This design comes from an exercise in tuning for small area, a short achievable clock period and few clock cycles per item on the open sky130 flow, not from production work. The RTL was checked by simulation tests, not by an equivalence proof against the original design. Power and IR drop assume default switching activity.

Setup of run A:
Design fft_top, start of the top module:
module fft_top
(
    input  logic                clk,
    input  logic                rst_n,
    input  logic                in_valid_i,
    input  logic [23:0]         din_i,
    output logic                in_ready_o,
    input  logic                credit_i,
    output logic                out_valid_o,
    output logic [31:0]         dout_o
);
==> flow/config.mk <==
export PLATFORM = sky130hd
export DESIGN_NAME = fft_top
export DESIGN_NICKNAME = fft_top
export VERILOG_FILES = /design/flow/design.v
export SDC_FILE = /design/flow/constraint.sdc
export NUM_CORES = 4
export LEC_CHECK = 0
export CAP_MARGIN = 50
export CORE_MARGIN = 2
export CORE_UTILIZATION = 70
export CTS_CLUSTER_SIZE = 40
export SLEW_MARGIN = 60
==> flow/constraint.sdc <==
create_clock -name core_clock -period 12.0 [get_ports {clk}]
set_input_delay 2.4000 -clock core_clock [delete_from_list [all_inputs] [get_ports {clk}]]
set_output_delay 2.4000 -clock core_clock [all_outputs]
set_load 0.01 [all_outputs]
standard.sh (not shown) runs the stock make flow with config.mk's settings and CLKGATE_MAP_FILE= SYNTH_SCRIPT=/design/flow/synth_recipe.tcl, a recipe that flattens the netlist after the stock synthesis.
==> flow/flow/run.sh <==
#!/bin/bash
set -euo pipefail
export SETUP_SLACK_MARGIN=8.2
bash standard.sh > standard.log 2>&1
Run A completed end to end with timing, DRC and antenna clean.
Testbench counts of run A, summed over its fixed seeds: cycles 3,246, frames 192.
Relative to run A, the following input files were edited for run B:
- swapping 50 for 20 in CAP_MARGIN
- swapping 70 for 60 in CORE_UTILIZATION
- swapping 60 for 20 in SLEW_MARGIN
- clearing CTS_CLUSTER_SIZE, which used to be 40
--- outcome ---
[compare] base=run A new=run B: non-filler instance count after layout went up by 2.9%, clock network power consumption went up by 9.0%. In the metrics for run B and run A, the one carrying the lower minimum hold slack is run A. Worst endpoint data arrival time was lower in the run labelled run A. Run B against run A: part of the total power dissipated in combinational logic comparable; layout cell share with drive strength beyond 1 now larger; maximum number of pins on one net before global-route repair now larger; number of post-CTS setup repair buffers now smaller; power now larger.
### run B -> run C
- changing CAP_MARGIN from 20 to 50
- changing SLEW_MARGIN from 20 to 60
-- flow/flow/run.sh --
<<< run B, line 3
export SETUP_SLACK_MARGIN=8.2
>>> run C, line 3
export SETUP_SLACK_MARGIN=8.0
Results
- Area growth from synthesis to final layout: run C and run B compared, higher one is run B
- Run C | status: complete | timing, DRC, antenna: pass
- Of run C and run B, the run reporting the higher post-route cell area was run B.
- Summary of run C over run B: setup slack went down, global-route usage flat, number of maximum-capacitance violations held steady, core utilization went down.
- On met1 layer usage reported by global route, the lower figure sits with run B, not run C.
What run D does differently from run C at the input level:
-- flow/flow/run.sh --
<<< run C, line 3
export SETUP_SLACK_MARGIN=8.0
>>> run D, line 3
export SETUP_SLACK_MARGIN=8.2
Results
First-iteration DRC count (run D vs. run C) increases by a few percent. Summary of run D over run C: number of cells in the finished layout apart from fillers essentially unchanged; share of total power in combinational logic increased 0.2 points; number of cell instances on the worst register-to-register path increased 2; slew at the pin closest to its max-slew limit increased 0.044 ns; global router's overall resource usage decreased 0.19 points. Non-clock buffer count of run D exceeds that of run C by more than 10%. Diff run C..run D | growth of design area from synthesis to finish | negligible.

* * *

fft_top again, from the RTL that the note above started with.
Settings: LEC_CHECK=0, CAP_MARGIN=50, CORE_MARGIN=2, CORE_UTILIZATION=60, CTS_BUF_LIST=sky130_fd_sc_hd__clkbuf_8, SLEW_MARGIN=60; clock period 12.0 ns.
run.sh (not shown) runs the stock make flow with config.mk's settings and CLKGATE_MAP_FILE= SYNTH_SCRIPT=/design/flow/synth_recipe.tcl, a recipe that flattens the netlist after the stock synthesis.
Stock flow here: none of the scripts above is used.
Testbench counts at the start, summed over its fixed seeds: cycles 3,246, frames 192.
Then changed:
==> flow/flow/run.sh (new file) <==
#!/bin/bash
set -euo pipefail
export SETUP_SLACK_MARGIN=8.2
bash standard.sh > standard.log 2>&1
==> flow/standard.sh (new file) <==
#!/bin/bash
# synth_recipe.tcl (not shown) runs the flow's synth.tcl, then flattens the netlist and writes it again
# the make line also repeats each setting of config.mk as NAME=value (left out here)
make -C /OpenROAD-flow-scripts/flow DESIGN_CONFIG=/design/flow/config.mk WORK_HOME=/design/flow/orfs CLKGATE_MAP_FILE= SYNTH_SCRIPT=/design/flow/synth_recipe.tcl "${@:-finish}"
CTS_BUF_LIST = not set   (was sky130_fd_sc_hd__clkbuf_8)
CTS_CLUSTER_DIAMETER = 110   (was not set)
CTS_CLUSTER_SIZE = 30   (was not set)
removed: flow/run.sh
Setup slack gets better by 0.56 ns.
Cell count decreases by 3.7%.
Total power decreases by 22%.
Routed wire length decreases by 0.91%.
Final area decreases by 3.4%.
Clock skew decreases by 0.027 ns.
Then changed:
CTS_CLUSTER_DIAMETER = 95   (was 110)
CTS_CLUSTER_SIZE = 26   (was 30)
=> The changed run passed the timing, design-rule and antenna checks. Sequential share of layout area fell by 0.14 points. Power rose by 1.5%. Non-clock buffer count rose by 5. Utilization rose by 0.21 points. Area after synthesis does not change. First-iteration DRC count rose by 3.5%. Count of clock-buffer cells in the layout rose by 9. Global-route usage barely changes.

==> what the ideal ports hide <==
How much do the figures lean on ideal ports? The routed layouts below were timed once more, with nothing changed but the port constraints. Step 1, drivers: a clkbuf_16 drives clk and a buf_2 each remaining input, both assumed. Step 2 times the ports against the registers' clock, not the clock port: input delays grow and output delays shrink by t, the midpoint of the rising clock arrivals with the driver on. a / b / c = ideal ports / drivers / drivers and shift; a / b = the first two.
run | t, ns | slack for setup (ns) | clock arrival spread, ns | worst data-port slew with drivers (ns) | pins driven straight from the clock port
run A | 0.738 | 8.192 / 8.191 / 8.192 | 0.078 / 0.078 | 0.07 | 1
run B | 0.796 | 8.200 / 8.182 / 8.200 | 0.032 / 0.032 | 0.08 | 1
run C | 0.801 | 8.079 / 8.014 / 8.163 | 0.031 / 0.031 | 0.07 | 1
run D | 0.774 | 8.212 / 8.201 / 8.212 | 0.048 / 0.048 | 0.07 | 1
the first run of note 2 | 0.907 | 7.671 / 7.610 / 7.734 | 0.052 / 0.051 | 0.07 | 1
the second run of note 2 | 0.712 | 8.235 / 8.201 / 8.235 | 0.034 / 0.034 | 0.07 | 1
the third run of note 2 | 0.748 | 8.224 / 8.194 / 8.224 | 0.034 / 0.034 | 0.07 | 1
After both steps setup and hold are still met in every run listed.
